What follows belongs to an exercise in optimizing a design on an open flow for small area, a short achievable clock period and few clock cycles; a production flow would make more cautious choices.
In this exercise RTL edits were held to simulation tests only and were not proved equivalent to the original.

## rev 12
## rv_muldiv
module rv_muldiv #(
  parameter int g_width = 32
) (
  input  logic               clk_i,
  input  logic               rst_n_i,
  input  logic               x_stall_i,
  input  logic               x_kill_i,
  input  logic               d_valid_i,
  input  logic               d_is_muldiv_i,
  input  logic [2:0]         d_fun_i,
  input  logic [g_width-1:0] d_rs1_i,
  input  logic [g_width-1:0] d_rs2_i,
  output logic               x_stall_req_o,
  output logic [g_width-1:0] x_rd_o,
  output logic               x_done_o
);
  localparam int NS = rv_defs::NumStates;
  logic [NS-1:0] st_q, st_d;       
  logic [32:0]   a_q, a_d;         
  logic [31:0]   l_q, l_d;         
  logic [39:0]   h_q, h_d;         
  logic [11:0]   bsel_q, bsel_d;   
  logic [4:0]    cnt_q, cnt_d;
  logic [2:0]    osel_q, osel_d;   
  logic          neg_q, neg_d, corr_q, corr_d;
  logic          busy_q;           
  logic          load, start;
  assign load  = d_valid_i & d_is_muldiv_i & st_q[rv_defs::S_IDLE];
  assign start = load & rst_n_i & ~x_kill_i;
  function automatic logic [11:0] booth_dec(logic [8:0] x);
    logic [3:0] one, two, neg;
    for (int j = 0; j < 4; j++) begin
      one[j] = x[2*j] ^ x[2*j+1];
      two[j] = (x[2*j+2] & ~x[2*j+1] & ~x[2*j]) | (~x[2*j+2] & x[2*j+1] & x[2*j]);
      neg[j] = x[2*j+2];
    end
    booth_dec = {neg, two, one};
  endfunction
  localparam logic [11:0] BoothPlusOne = 12'b0000_0000_0001;
  logic [3:0]  b_one, b_two, b_neg;
  ...
Size: roughly 130 flip-flops, ~23,000 sq um of cells after synthesis.
clock: 10.0 ns
lec_check: 0
abc_area: 1
cap_margin: 20
core_margin: 2
core_utilization: 45
setup_slack_margin: 4.4
slew_margin: 20
standard.sh (not shown) runs the stock make flow with config.mk's settings and CLKGATE_MAP_FILE= SYNTH_SCRIPT=/design/flow/synth_recipe.tcl, a recipe that flattens the netlist after the stock synthesis.
==> flow/flow/run.sh <==
#!/bin/bash
set -euo pipefail
export BUFFER_PORTS_ARGS="-buffer_cell sky130_fd_sc_hd__buf_2"
bash standard.sh finish > standard_run.log 2>&1
In summary, rev 12 completed successfully, with a layout that passed the timing, DRC and antenna checks.
Testbench counts of rev 12, summed over its fixed seeds: cycles 21,290.
#### Input delta (rev 13 over rev 12)
diff --git a/flow/design.v b/flow/design.v
--- a/flow/design.v
+++ b/flow/design.v
@@ -109,25 +109,41 @@
     csa = {((x & y) | (x & z) | (y & z)) << 1, x ^ y ^ z};
   endfunction
   assign r0 = {8'd0, ~h_q[39], h_q[38:8]};
   assign r1 = {6'd0, ~pp[0][33], pp[0][32:0]};
   assign r2 = {4'd0, ~pp[1][33], pp[1][32:0], 2'b0};
   assign r3 = {2'd0, ~pp[2][33], pp[2][32:0], 4'b0};
   assign r4 = {~pp[3][33], pp[3][32:0], 6'b0};
   assign r5 = SignFix | {33'd0, b_neg[3], 1'b0, b_neg[2], 1'b0, b_neg[1], 1'b0, b_neg[0]};
   assign {c1, s1} = csa(r0, r1, r2);
   assign {c2, s2} = csa(r3, r4, r5);
   assign {c3, s3} = csa(s1, c1, s2);
   assign {c4, s4} = csa(s3, c3, c2);
-  assign msum = s4 + c4;
+  function automatic logic [39:0] ks_add(logic [39:0] x, logic [39:0] y);
+    logic [39:0] g, p, gn, pn;
+    g = x & y;
+    p = x ^ y;
+    for (int d = 1; d < 40; d = d * 2) begin
+      gn = g;
+      pn = p;
+      for (int i = d; i < 40; i++) begin
+        gn[i] = g[i] | (p[i] & g[i-d]);
+        pn[i] = p[i] & p[i-d];
+      end
+      g = gn;
+      p = pn;
+    end
+    ks_add = (x ^ y) ^ {g[38:0], 1'b0};
+  endfunction
+  assign msum = ks_add(s4, c4);
   logic        sa, sb, bz;
   logic [5:0]  lz_a, lz_b;
   logic [4:0]  lz_b_c;
   logic [6:0]  dd;
   logic [31:0] abs_b;
   logic [33:0] diff;
   logic        ge;
   assign sa     = h_q[32];
   assign sb     = h_q[33];
   assign bz     = (l_q == '0);
   rv_divider u_lz_a (.x_i(h_q[31:0] ^ {32{sa}}), .lz_o(lz_a));
   rv_divider u_lz_b (.x_i(l_q ^ {32{sb}}), .lz_o(lz_b));
==> results.txt <==
Of the two values seen for cell at the slowest stage of the critical path, sky130_fd_sc_hd__edfxtp_1 was produced by rev 13 and sky130_fd_sc_hd__fa_1 by rev 12.
Higher sequential share of layout area goes to rev 13 over rev 12.
The parity-gate share of the synthesized area counting xor and xnor cells in rev 13 sits 0.20 points below the value recorded for rev 12.
Relative to rev 12, the synthesized cell count of rev 13 is lower by 110.
The lower global-route usage of rev 12 and rev 13 is in rev 12.
On cell area after layout: between rev 12 and rev 13, it ends up higher for rev 12.
Rev 13 vs. rev 12: share of the core filled with cells increased by 0.49 points relative to the old numbers; clock buffer instance count of the final layout increased by 1 relative to the old numbers.
From rev 12 to rev 13 the numbers moved as follows: number of H-tree branching levels essentially unchanged, iteration-0 DRC count of the detailed router shows an increase of 4.4%.
Testbench counts of rev 13, summed over its fixed seeds: cycles 21,290.

---

== old ==
RTL: one of the versions met above, not the one the previous note started from.
For scale: roughly 0.022 mm² of cells after synthesis.
export LEC_CHECK = 0
export ABC_AREA = 1
export CAP_MARGIN = 20
export CORE_MARGIN = 2
export CORE_UTILIZATION = 45
export SETUP_SLACK_MARGIN = 4.8
export SLEW_MARGIN = 20
create_clock -name core_clock -period 10.0 [get_ports {clk_i}]
Scripts as last shown in full above: flow/flow/run.sh
Testbench counts of old, summed over its fixed seeds: cycles 21,290.
Changes in new relative to old:
--- a/flow/design.v
+++ b/flow/design.v
@@ -127,70 +127,68 @@
       pn = p;
       for (int i = d; i < 40; i++) begin
         gn[i] = g[i] | (p[i] & g[i-d]);
         pn[i] = p[i] & p[i-d];
       end
       g = gn;
       p = pn;
     end
     ks_add = (x ^ y) ^ {g[38:0], 1'b0};
   endfunction
   assign msum = ks_add(s4, c4);
-  logic        sa, sb, bz;
+  logic        sa, sb, bz, fsa, fsb;
   logic [5:0]  lz_a, lz_b;
-  logic [4:0]  lz_b_c;
   logic [6:0]  dd;
-  logic [31:0] abs_b;
   logic [33:0] diff;
   logic        ge;
+  assign fsa    = rv_defs::fun_div_signed(d_fun_i) & d_rs1_i[31];
+  assign fsb    = rv_defs::fun_div_signed(d_fun_i) & d_rs2_i[31];
+  rv_divider u_lz_a (.x_i(d_rs1_i ^ {32{fsa}}), .lz_o(lz_a));
+  rv_divider u_lz_b (.x_i(d_rs2_i ^ {32{fsb}}), .lz_o(lz_b));
   assign sa     = h_q[32];
   assign sb     = h_q[33];
   assign bz     = (l_q == '0);
-  rv_divider u_lz_a (.x_i(h_q[31:0] ^ {32{sa}}), .lz_o(lz_a));
-  rv_divider u_lz_b (.x_i(l_q ^ {32{sb}}), .lz_o(lz_b));
-  assign lz_b_c = lz_b[5] ? 5'd31 : lz_b[4:0];
-  assign dd     = {2'b00, lz_b_c} + {6'd0, sa} - {1'b0, lz_a};
-  assign abs_b  = (l_q ^ {32{sb}}) + {31'd0, sb};
-  assign diff = {2'b00, h_q[31:0]} - {1'b0, a_q};
+  assign dd     = {2'b00, cnt_q} - {1'b0, a_q[5:0]};
+  assign diff = {2'b00, h_q[31:0]} + ({a_q[32], a_q} ^ {34{~sb}}) + {33'd0, ~sb};
   assign ge   = ~diff[33];
   logic [31:0] res, neg_out;
   assign res     = ({32{osel_q[2]}} & h_q[39:8]) |
                    ({32{osel_q[1]}} & h_q[31:0]) |
                    ({32{osel_q[0]}} & l_q);
   assign neg_out = (res ^ {32{neg_q}}) + {31'd0, neg_q};
-  logic is_div, fsa, fsb;
+  logic is_div;
   assign is_div = rv_defs::fun_is_div(d_fun_i);
-  assign fsa    = rv_defs::fun_div_signed(d_fun_i) & d_rs1_i[31];
-  assign fsb    = rv_defs::fun_div_signed(d_fun_i) & d_rs2_i[31];
   always_comb begin
     st_d    = st_q;
     a_d     = a_q;
     l_d     = l_q;
     h_d     = h_q;
     bsel_d  = bsel_q;
     cnt_d   = cnt_q;
     osel_d  = osel_q;
     neg_d   = neg_q;
     corr_d  = corr_q;
     case (1'b1)
       st_q[rv_defs::S_IDLE]: begin
         a_d    = {(d_fun_i[0] ^ d_fun_i[1]) & d_rs1_i[31], d_rs1_i};
         l_d    = d_rs2_i;
         bsel_d = booth_dec({d_rs2_i[7:0], 1'b0});
-        cnt_d  = 5'd3;
         corr_d = d_fun_i[1] & d_rs2_i[31];
         if (is_div) begin
+          a_d[5:0] = lz_a - {5'd0, fsa};   
           h_d    = {5'd0, d_fun_i[1], fsb, fsa, d_rs1_i};
+          cnt_d  = lz_b[5] ? 5'd31 : lz_b[4:0];
           osel_d = 3'b010;
           neg_d  = fsa;
         end else begin
+          cnt_d  = 5'd3;
           h_d    = '0;
           osel_d = (d_fun_i[1:0] != 2'b00) ? 3'b100 : 3'b001;
           neg_d  = 1'b0;
         end
         if (load) begin
           st_d = '0;
           st_d[is_div ? rv_defs::S_DIV0 : rv_defs::S_MUL] = 1'b1;
         end
       end
       st_q[rv_defs::S_MUL]: begin
         h_d    = msum;
@@ -201,34 +199,34 @@
           st_d = '0;
           st_d[corr_q ? rv_defs::S_MULC : rv_defs::S_DONE] = 1'b1;
         end
       end
       st_q[rv_defs::S_MULC]: begin
         h_d    = msum;
         osel_d = 3'b010;
         st_d   = '0;
         st_d[rv_defs::S_DONE] = 1'b1;
       end
       st_q[rv_defs::S_DIV0]: begin
-        a_d    = {1'b0, abs_b} << dd[4:0];
-        h_d    = {8'd0, neg_out};
+        a_d    = {sb, l_q} << dd[4:0];
+        h_d    = {h_q[39:32], neg_out};
         l_d    = bz ? '1 : '0;
         cnt_d  = dd[4:0];
         osel_d = h_q[34] ? 3'b010 : 3'b001;
         neg_d  = h_q[34] ? sa : (sa ^ sb) & ~bz;
         st_d   = '0;
         st_d[(bz | dd[6]) ? rv_defs::S_DONE : rv_defs::S_DIV] = 1'b1;
       end
       st_q[rv_defs::S_DIV]: begin
-        a_d   = {1'b0, a_q[32:1]};
-        h_d   = {8'd0, ge ? diff[31:0] : h_q[31:0]};
+        a_d   = {a_q[32], a_q[32:1]};
+        h_d   = {h_q[39:32], ge ? diff[31:0] : h_q[31:0]};
         l_d   = {l_q[30:0], ge};
         cnt_d = cnt_q - 5'd1;
         if (cnt_q == 5'd0) begin
           st_d = '0;
           st_d[rv_defs::S_DONE] = 1'b1;
         end
       end
       st_q[rv_defs::S_DONE]: begin
         if (!x_stall_i) begin
           st_d = '0;
           st_d[rv_defs::S_IDLE] = 1'b1;
Results
[compare] base=old new=new: number of cells in the design after placement +78; starting density of the core flat; number of standard cells in the layout, taps in and fillers out +87.
Testbench counts of new, summed over its fixed seeds: cycles 21,290.

---

The RTL this note starts from:
==> flow/design.v <==
package rv_defs;
  typedef enum logic [2:0] {
    MD_MUL    = 3'b000,
    MD_MULH   = 3'b001,
    MD_MULHSU = 3'b010,
    MD_MULHU  = 3'b011,
    MD_DIV    = 3'b100,
    MD_DIVU   = 3'b101,
    MD_REM    = 3'b110,
    MD_REMU   = 3'b111
  } md_fun_e;
  localparam int S_IDLE = 0;
  localparam int S_MUL  = 1;   
  localparam int S_MULC = 2;   
  localparam int S_DIV0 = 3;   
  localparam int S_DIV  = 4;   
  localparam int S_DONE = 5;
  localparam int NumStates = 6;
  function automatic logic fun_is_div(logic [2:0] f);
    fun_is_div = f[2];
  endfunction
  function automatic logic fun_div_signed(logic [2:0] f);
    fun_div_signed = !f[0];
  endfunction
endpackage
module rv_divider (
  input  logic [31:0] x_i,
  output logic [5:0]  lz_o
);
  logic [15:0] z1;  logic [15:0][0:0] c1;
  logic [7:0]  z2;  logic [7:0][1:0]  c2;
  logic [3:0]  z3;  logic [3:0][2:0]  c3;
  logic [1:0]  z4;  logic [1:0][3:0]  c4;
  logic        z5;  logic [4:0]       c5;
  always_comb begin
    for (int i = 0; i < 16; i++) begin
      z1[i] = ~x_i[2*i+1] & ~x_i[2*i];
      c1[i] = ~x_i[2*i+1];
    end
    for (int i = 0; i < 8; i++) begin
      z2[i] = z1[2*i+1] & z1[2*i];
      c2[i] = z1[2*i+1] ? {1'b1, c1[2*i]} : {1'b0, c1[2*i+1]};
    end
    for (int i = 0; i < 4; i++) begin
      z3[i] = z2[2*i+1] & z2[2*i];
      c3[i] = z2[2*i+1] ? {1'b1, c2[2*i]} : {1'b0, c2[2*i+1]};
    end
    for (int i = 0; i < 2; i++) begin
      z4[i] = z3[2*i+1] & z3[2*i];
      c4[i] = z3[2*i+1] ? {1'b1, c3[2*i]} : {1'b0, c3[2*i+1]};
    end
    z5 = z4[1] & z4[0];
    c5 = z4[1] ? {1'b1, c4[0]} : {1'b0, c4[1]};
    lz_o = z5 ? 6'd32 : {1'b0, c5};
  end
endmodule
module rv_muldiv #(
  parameter int g_width = 32
) (
  input  logic               clk_i,
  input  logic               rst_n_i,
  input  logic               x_stall_i,
  input  logic               x_kill_i,
  input  logic               d_valid_i,
  input  logic               d_is_muldiv_i,
  input  logic [2:0]         d_fun_i,
  input  logic [g_width-1:0] d_rs1_i,
  input  logic [g_width-1:0] d_rs2_i,
  output logic               x_stall_req_o,
  output logic [g_width-1:0] x_rd_o,
  output logic               x_done_o
);
  localparam int NS = rv_defs::NumStates;
  logic [NS-1:0] st_q, st_d;       
  logic [33:0]   a_q, a_d;         
  logic [31:0]   l_q, l_d;         
  logic [39:0]   h_q, h_d;         
  logic [11:0]   bsel_q, bsel_d;   
  logic [4:0]    cnt_q, cnt_d;
  logic [2:0]    osel_q, osel_d;   
  logic          neg_q, neg_d, corr_q, corr_d;
  logic          busy_q;           
  logic          load, start;
  assign load  = d_valid_i & d_is_muldiv_i & st_q[rv_defs::S_IDLE];
  assign start = load & rst_n_i & ~x_kill_i;
  function automatic logic [11:0] booth_dec(logic [8:0] x);
    logic [3:0] one, two, neg;
    for (int j = 0; j < 4; j++) begin
      one[j] = x[2*j] ^ x[2*j+1];
      two[j] = (x[2*j+2] & ~x[2*j+1] & ~x[2*j]) | (~x[2*j+2] & x[2*j+1] & x[2*j]);
      neg[j] = x[2*j+2];
    end
    booth_dec = {neg, two, one};
  endfunction
  localparam logic [11:0] BoothPlusOne = 12'b0000_0000_0001;
  logic [3:0]  b_one, b_two, b_neg;
  logic [33:0] pp [4];
  logic [39:0] msum;
  assign {b_neg, b_two, b_one} = bsel_q;
  always_comb begin
    for (int j = 0; j < 4; j++)
      pp[j] = (({34{b_one[j]}} & {a_q[32], a_q[32:0]}) |
               ({34{b_two[j]}} & {a_q[32:0], 1'b0})) ^ {34{b_neg[j]}};
  end
  localparam logic [39:0] SignFix = 40'h55_8000_0000;
  logic [39:0] r0, r1, r2, r3, r4, r5;
  logic [39:0] s1, c1, s2, c2, s3, c3, s4, c4;
  function automatic logic [79:0] csa(logic [39:0] x, logic [39:0] y, logic [39:0] z);
    csa = {((x & y) | (x & z) | (y & z)) << 1, x ^ y ^ z};
  endfunction
  assign r0 = {8'd0, ~h_q[39], h_q[38:8]};
  assign r1 = {6'd0, ~pp[0][33], pp[0][32:0]};
  assign r2 = {4'd0, ~pp[1][33], pp[1][32:0], 2'b0};
  assign r3 = {2'd0, ~pp[2][33], pp[2][32:0], 4'b0};
  assign r4 = {~pp[3][33], pp[3][32:0], 6'b0};
  assign r5 = SignFix | {33'd0, b_neg[3], 1'b0, b_neg[2], 1'b0, b_neg[1], 1'b0, b_neg[0]};
  assign {c1, s1} = csa(r0, r1, r2);
  assign {c2, s2} = csa(r3, r4, r5);
  assign {c3, s3} = csa(s1, c1, s2);
  assign {c4, s4} = csa(s3, c3, c2);
  function automatic logic [39:0] ks_add(logic [39:0] x, logic [39:0] y);
    logic [39:0] g, p, gn, pn;
    g = x & y;
    p = x ^ y;
    for (int d = 1; d < 40; d = d * 2) begin
      gn = g;
      pn = p;
      for (int i = d; i < 40; i++) begin
        gn[i] = g[i] | (p[i] & g[i-d]);
        pn[i] = p[i] & p[i-d];
      end
      g = gn;
      p = pn;
    end
    ks_add = (x ^ y) ^ {g[38:0], 1'b0};
  endfunction
  assign msum = ks_add(s4, c4);
  logic        sa, sb, bz, fsa, fsb;
  logic [5:0]  lz_a, lz_b;
  logic [6:0]  dd;
  logic [34:0] dm, diff1, diff2;
  logic [31:0] rem1;
  logic        ge1, ge2;
  assign fsa    = rv_defs::fun_div_signed(d_fun_i) & d_rs1_i[31];
  assign fsb    = rv_defs::fun_div_signed(d_fun_i) & d_rs2_i[31];
  rv_divider u_lz_a (.x_i(d_rs1_i ^ {32{fsa}}), .lz_o(lz_a));
  rv_divider u_lz_b (.x_i(d_rs2_i ^ {32{fsb}}), .lz_o(lz_b));
  assign sa     = h_q[32];
  assign sb     = h_q[33];
  assign bz     = (l_q == '0);
  assign dd     = {2'b00, cnt_q} - {1'b0, a_q[5:0]};
  assign dm    = {a_q[33], a_q} ^ {35{~sb}};
  assign diff1 = {3'b000, h_q[31:0]} + dm + {34'd0, ~sb};
  assign ge1   = ~diff1[34];
  assign rem1  = ge1 ? diff1[31:0] : h_q[31:0];
  assign diff2 = {3'b000, rem1} + {dm[34], dm[34:1]} + {34'd0, ~sb};
  assign ge2   = ~diff2[34];
  logic [31:0] res, neg_out;
  assign res     = ({32{osel_q[2]}} & h_q[39:8]) |
                   ({32{osel_q[1]}} & h_q[31:0]) |
                   ({32{osel_q[0]}} & l_q);
  assign neg_out = (res ^ {32{neg_q}}) + {31'd0, neg_q};
  logic is_div;
  assign is_div = rv_defs::fun_is_div(d_fun_i);
  always_comb begin
    st_d    = st_q;
    a_d     = a_q;
    l_d     = l_q;
    h_d     = h_q;
    bsel_d  = bsel_q;
    cnt_d   = cnt_q;
    osel_d  = osel_q;
    neg_d   = neg_q;
    corr_d  = corr_q;
    case (1'b1)
      st_q[rv_defs::S_IDLE]: begin
        a_d    = {1'b0, (d_fun_i[0] ^ d_fun_i[1]) & d_rs1_i[31], d_rs1_i};
        l_d    = d_rs2_i;
        bsel_d = booth_dec({d_rs2_i[7:0], 1'b0});
        corr_d = d_fun_i[1] & d_rs2_i[31];
        if (is_div) begin
          a_d[5:0] = lz_a - {5'd0, fsa};   
          h_d    = {5'd0, d_fun_i[1], fsb, fsa, d_rs1_i};
          cnt_d  = lz_b[5] ? 5'd31 : lz_b[4:0];
          osel_d = 3'b010;
          neg_d  = fsa;
        end else begin
          cnt_d  = 5'd3;
          h_d    = '0;
          osel_d = (d_fun_i[1:0] != 2'b00) ? 3'b100 : 3'b001;
          neg_d  = 1'b0;
        end
        if (load) begin
          st_d = '0;
          st_d[is_div ? rv_defs::S_DIV0 : rv_defs::S_MUL] = 1'b1;
        end
      end
      st_q[rv_defs::S_MUL]: begin
        h_d    = msum;
        l_d    = {msum[7:0], l_q[31:8]};
        bsel_d = (cnt_q == 5'd0) ? BoothPlusOne : booth_dec(l_q[15:7]);
        cnt_d  = cnt_q - 5'd1;
        if (cnt_q == 5'd0) begin
          st_d = '0;
          st_d[corr_q ? rv_defs::S_MULC : rv_defs::S_DONE] = 1'b1;
        end
      end
      st_q[rv_defs::S_MULC]: begin
        h_d    = msum;
        osel_d = 3'b010;
        st_d   = '0;
        st_d[rv_defs::S_DONE] = 1'b1;
      end
      st_q[rv_defs::S_DIV0]: begin
        a_d    = {sb, sb, l_q} << {dd[4:1], 1'b1};
        h_d    = {h_q[39:32], neg_out};
        l_d    = bz ? '1 : '0;
        cnt_d  = {1'b0, dd[4:1]};
        osel_d = h_q[34] ? 3'b010 : 3'b001;
        neg_d  = h_q[34] ? sa : (sa ^ sb) & ~bz;
        st_d   = '0;
        st_d[(bz | dd[6]) ? rv_defs::S_DONE : rv_defs::S_DIV] = 1'b1;
      end
      st_q[rv_defs::S_DIV]: begin
        a_d   = {{2{a_q[33]}}, a_q[33:2]};
        h_d   = {h_q[39:32], ge2 ? diff2[31:0] : rem1};
        l_d   = {l_q[29:0], ge1, ge2};
        cnt_d = cnt_q - 5'd1;
        if (cnt_q == 5'd0) begin
          st_d = '0;
          st_d[rv_defs::S_DONE] = 1'b1;
        end
      end
      st_q[rv_defs::S_DONE]: begin
        if (!x_stall_i) begin
          st_d = '0;
          st_d[rv_defs::S_IDLE] = 1'b1;
        end
      end
      default: begin
        st_d = '0;
        st_d[rv_defs::S_IDLE] = 1'b1;
      end
    endcase
    if (x_kill_i) begin
      st_d = '0;
      st_d[rv_defs::S_IDLE] = 1'b1;
    end
  end
  assign x_stall_req_o = ~x_kill_i & (start | busy_q);
  assign x_done_o      = ~x_kill_i & st_q[rv_defs::S_DONE];
  always_ff @(posedge clk_i or negedge rst_n_i) begin
    if (!rst_n_i) begin
      st_q   <= NS'(1) << rv_defs::S_IDLE;
      busy_q <= 1'b0;
    end else begin
      st_q   <= st_d;
      busy_q <= ~(st_d[rv_defs::S_IDLE] | st_d[rv_defs::S_DONE]);
    end
  end
  always_ff @(posedge clk_i) begin
    a_q    <= a_d;
    l_q    <= l_d;
    h_q    <= h_d;
    bsel_q <= bsel_d;
    cnt_q  <= cnt_d;
    osel_q <= osel_d;
    neg_q  <= neg_d;
    corr_q <= corr_d;
  end
  assign x_rd_o = neg_out;
endmodule
export LEC_CHECK = 0
export ABC_AREA = 1
export CAP_MARGIN = 20
export CORE_MARGIN = 2
export CORE_UTILIZATION = 45
export SETUP_SLACK_MARGIN = 4.8
export SLEW_MARGIN = 20
create_clock -name core_clock -period 10.0 [get_ports {clk_i}]
Scripts as last shown in full above: flow/flow/run.sh
Testbench counts at the start, summed over its fixed seeds: cycles 19,097.
Rerun with:
--- a/flow/design.v
+++ b/flow/design.v
@@ -69,13 +69,13 @@
   output logic               x_stall_req_o,
   output logic [g_width-1:0] x_rd_o,
   output logic               x_done_o
 );
   localparam int NS = rv_defs::NumStates;
   logic [NS-1:0] st_q, st_d;       
-  logic [33:0]   a_q, a_d;         
+  logic [32:0]   a_q, a_d;         
   logic [31:0]   l_q, l_d;         
   logic [39:0]   h_q, h_d;         
   logic [11:0]   bsel_q, bsel_d;   
   logic [4:0]    cnt_q, cnt_d;
   logic [2:0]    osel_q, osel_d;   
   logic          neg_q, neg_d, corr_q, corr_d;
@@ -96,14 +96,14 @@
   logic [3:0]  b_one, b_two, b_neg;
   logic [33:0] pp [4];
   logic [39:0] msum;
   assign {b_neg, b_two, b_one} = bsel_q;
   always_comb begin
     for (int j = 0; j < 4; j++)
-      pp[j] = (({34{b_one[j]}} & {a_q[32], a_q[32:0]}) |
-               ({34{b_two[j]}} & {a_q[32:0], 1'b0})) ^ {34{b_neg[j]}};
+      pp[j] = (({34{b_one[j]}} & {a_q[32], a_q}) |
+               ({34{b_two[j]}} & {a_q, 1'b0})) ^ {34{b_neg[j]}};
   end
   localparam logic [39:0] SignFix = 40'h55_8000_0000;
   logic [39:0] r0, r1, r2, r3, r4, r5;
   logic [39:0] s1, c1, s2, c2, s3, c3, s4, c4;
   function automatic logic [79:0] csa(logic [39:0] x, logic [39:0] y, logic [39:0] z);
     csa = {((x & y) | (x & z) | (y & z)) << 1, x ^ y ^ z};
@@ -135,29 +135,26 @@
     ks_add = (x ^ y) ^ {g[38:0], 1'b0};
   endfunction
   assign msum = ks_add(s4, c4);
   logic        sa, sb, bz, fsa, fsb;
   logic [5:0]  lz_a, lz_b;
   logic [6:0]  dd;
-  logic [34:0] dm, diff1, diff2;
-  logic [31:0] rem1;
-  logic        ge1, ge2;
+  logic [31:0] abs_b;
+  logic [33:0] diff;
+  logic        ge;
   assign fsa    = rv_defs::fun_div_signed(d_fun_i) & d_rs1_i[31];
   assign fsb    = rv_defs::fun_div_signed(d_fun_i) & d_rs2_i[31];
   rv_divider u_lz_a (.x_i(d_rs1_i ^ {32{fsa}}), .lz_o(lz_a));
   rv_divider u_lz_b (.x_i(d_rs2_i ^ {32{fsb}}), .lz_o(lz_b));
   assign sa     = h_q[32];
   assign sb     = h_q[33];
   assign bz     = (l_q == '0);
   assign dd     = {2'b00, cnt_q} - {1'b0, a_q[5:0]};
-  assign dm    = {a_q[33], a_q} ^ {35{~sb}};
-  assign diff1 = {3'b000, h_q[31:0]} + dm + {34'd0, ~sb};
-  assign ge1   = ~diff1[34];
-  assign rem1  = ge1 ? diff1[31:0] : h_q[31:0];
-  assign diff2 = {3'b000, rem1} + {dm[34], dm[34:1]} + {34'd0, ~sb};
-  assign ge2   = ~diff2[34];
+  assign abs_b  = (l_q ^ {32{sb}}) + {31'd0, sb};
+  assign diff = {2'b00, h_q[31:0]} - {1'b0, a_q};
+  assign ge   = ~diff[33];
   logic [31:0] res, neg_out;
   assign res     = ({32{osel_q[2]}} & h_q[39:8]) |
                    ({32{osel_q[1]}} & h_q[31:0]) |
                    ({32{osel_q[0]}} & l_q);
   assign neg_out = (res ^ {32{neg_q}}) + {31'd0, neg_q};
   logic is_div;
@@ -171,13 +168,13 @@
     cnt_d   = cnt_q;
     osel_d  = osel_q;
     neg_d   = neg_q;
     corr_d  = corr_q;
     case (1'b1)
       st_q[rv_defs::S_IDLE]: begin
-        a_d    = {1'b0, (d_fun_i[0] ^ d_fun_i[1]) & d_rs1_i[31], d_rs1_i};
+        a_d    = {(d_fun_i[0] ^ d_fun_i[1]) & d_rs1_i[31], d_rs1_i};
         l_d    = d_rs2_i;
         bsel_d = booth_dec({d_rs2_i[7:0], 1'b0});
         corr_d = d_fun_i[1] & d_rs2_i[31];
         if (is_div) begin
           a_d[5:0] = lz_a - {5'd0, fsa};   
           h_d    = {5'd0, d_fun_i[1], fsb, fsa, d_rs1_i};
@@ -209,25 +206,25 @@
         h_d    = msum;
         osel_d = 3'b010;
         st_d   = '0;
         st_d[rv_defs::S_DONE] = 1'b1;
       end
       st_q[rv_defs::S_DIV0]: begin
-        a_d    = {sb, sb, l_q} << {dd[4:1], 1'b1};
-        h_d    = {h_q[39:32], neg_out};
+        a_d    = {1'b0, abs_b} << dd[4:0];
+        h_d    = {8'd0, neg_out};
         l_d    = bz ? '1 : '0;
-        cnt_d  = {1'b0, dd[4:1]};
+        cnt_d  = dd[4:0];
         osel_d = h_q[34] ? 3'b010 : 3'b001;
         neg_d  = h_q[34] ? sa : (sa ^ sb) & ~bz;
         st_d   = '0;
         st_d[(bz | dd[6]) ? rv_defs::S_DONE : rv_defs::S_DIV] = 1'b1;
       end
       st_q[rv_defs::S_DIV]: begin
-        a_d   = {{2{a_q[33]}}, a_q[33:2]};
-        h_d   = {h_q[39:32], ge2 ? diff2[31:0] : rem1};
-        l_d   = {l_q[29:0], ge1, ge2};
+        a_d   = {1'b0, a_q[32:1]};
+        h_d   = {8'd0, ge ? diff[31:0] : h_q[31:0]};
+        l_d   = {l_q[30:0], ge};
         cnt_d = cnt_q - 5'd1;
         if (cnt_q == 5'd0) begin
           st_d = '0;
           st_d[rv_defs::S_DONE] = 1'b1;
         end
       end
- final cell count falls by 1.7%
- core utilization fell by 9.0 points
- routed wire length came out lower by 3.7%
- worst hold slack gets better by 0.037 ns
- critical path depth falls by 18
- cell area falls by 15%
- die area goes up by 0.40%
- non-clock buffer count shrinks by 164
- count of clock-buffer cells in the layout does not change
- worst setup slack improved by 0.31 ns
- global-route usage goes down by 0.11 points
Testbench counts after the change, summed over its fixed seeds: cycles 21,290.

[afterwards: timing with drivers on the ports]
In the flow no input, the clock included, has a driving cell. The finished layouts below were timed again as built, in two steps. Step 1 (the two cells are an assumption about what drives the block):
set clk [get_ports {clk_i}]
set_driving_cell -lib_cell sky130_fd_sc_hd__clkbuf_16 $clk
set_driving_cell -lib_cell sky130_fd_sc_hd__buf_2 [delete_from_list [all_inputs] $clk]
Step 2 moves the port delays by t, midway between the first and last clock arrival at a register: inputs arrive t later, outputs are due t later. That takes back most of the time a late clock gives input paths. Three values: no drivers, after step 1, after step 2; two values: the first two.
run | t (ns) | slack for setup (ns) | latest minus earliest clock arrival (ns) | worst slew at a driven data input, ns
rev 12 | 0.538 | 4.470 / 4.470 / 4.470 | 0.013 / 0.013 | 0.05
rev 13 | 0.546 | 4.582 / 4.516 / 4.591 | 0.021 / 0.021 | 0.08
old | 0.540 | 4.866 / 4.800 / 4.931 | 0.024 / 0.023 | 0.08
new | 0.554 | 4.843 / 4.843 / 4.843 | 0.019 / 0.018 | 0.04
the first run of note 3 | 0.498 | 4.513 / 4.510 / 4.447 | 0.016 / 0.016 | 0.04
the second run of note 3 | 0.542 | 4.822 / 4.822 / 4.487 | 0.019 / 0.019 | 0.12
After both steps setup and hold are still met in every run listed. For the second run of note 3, which loses most, drivers alone change the setup slack by 0.000 ns; drivers and shift together by -0.335 ns.
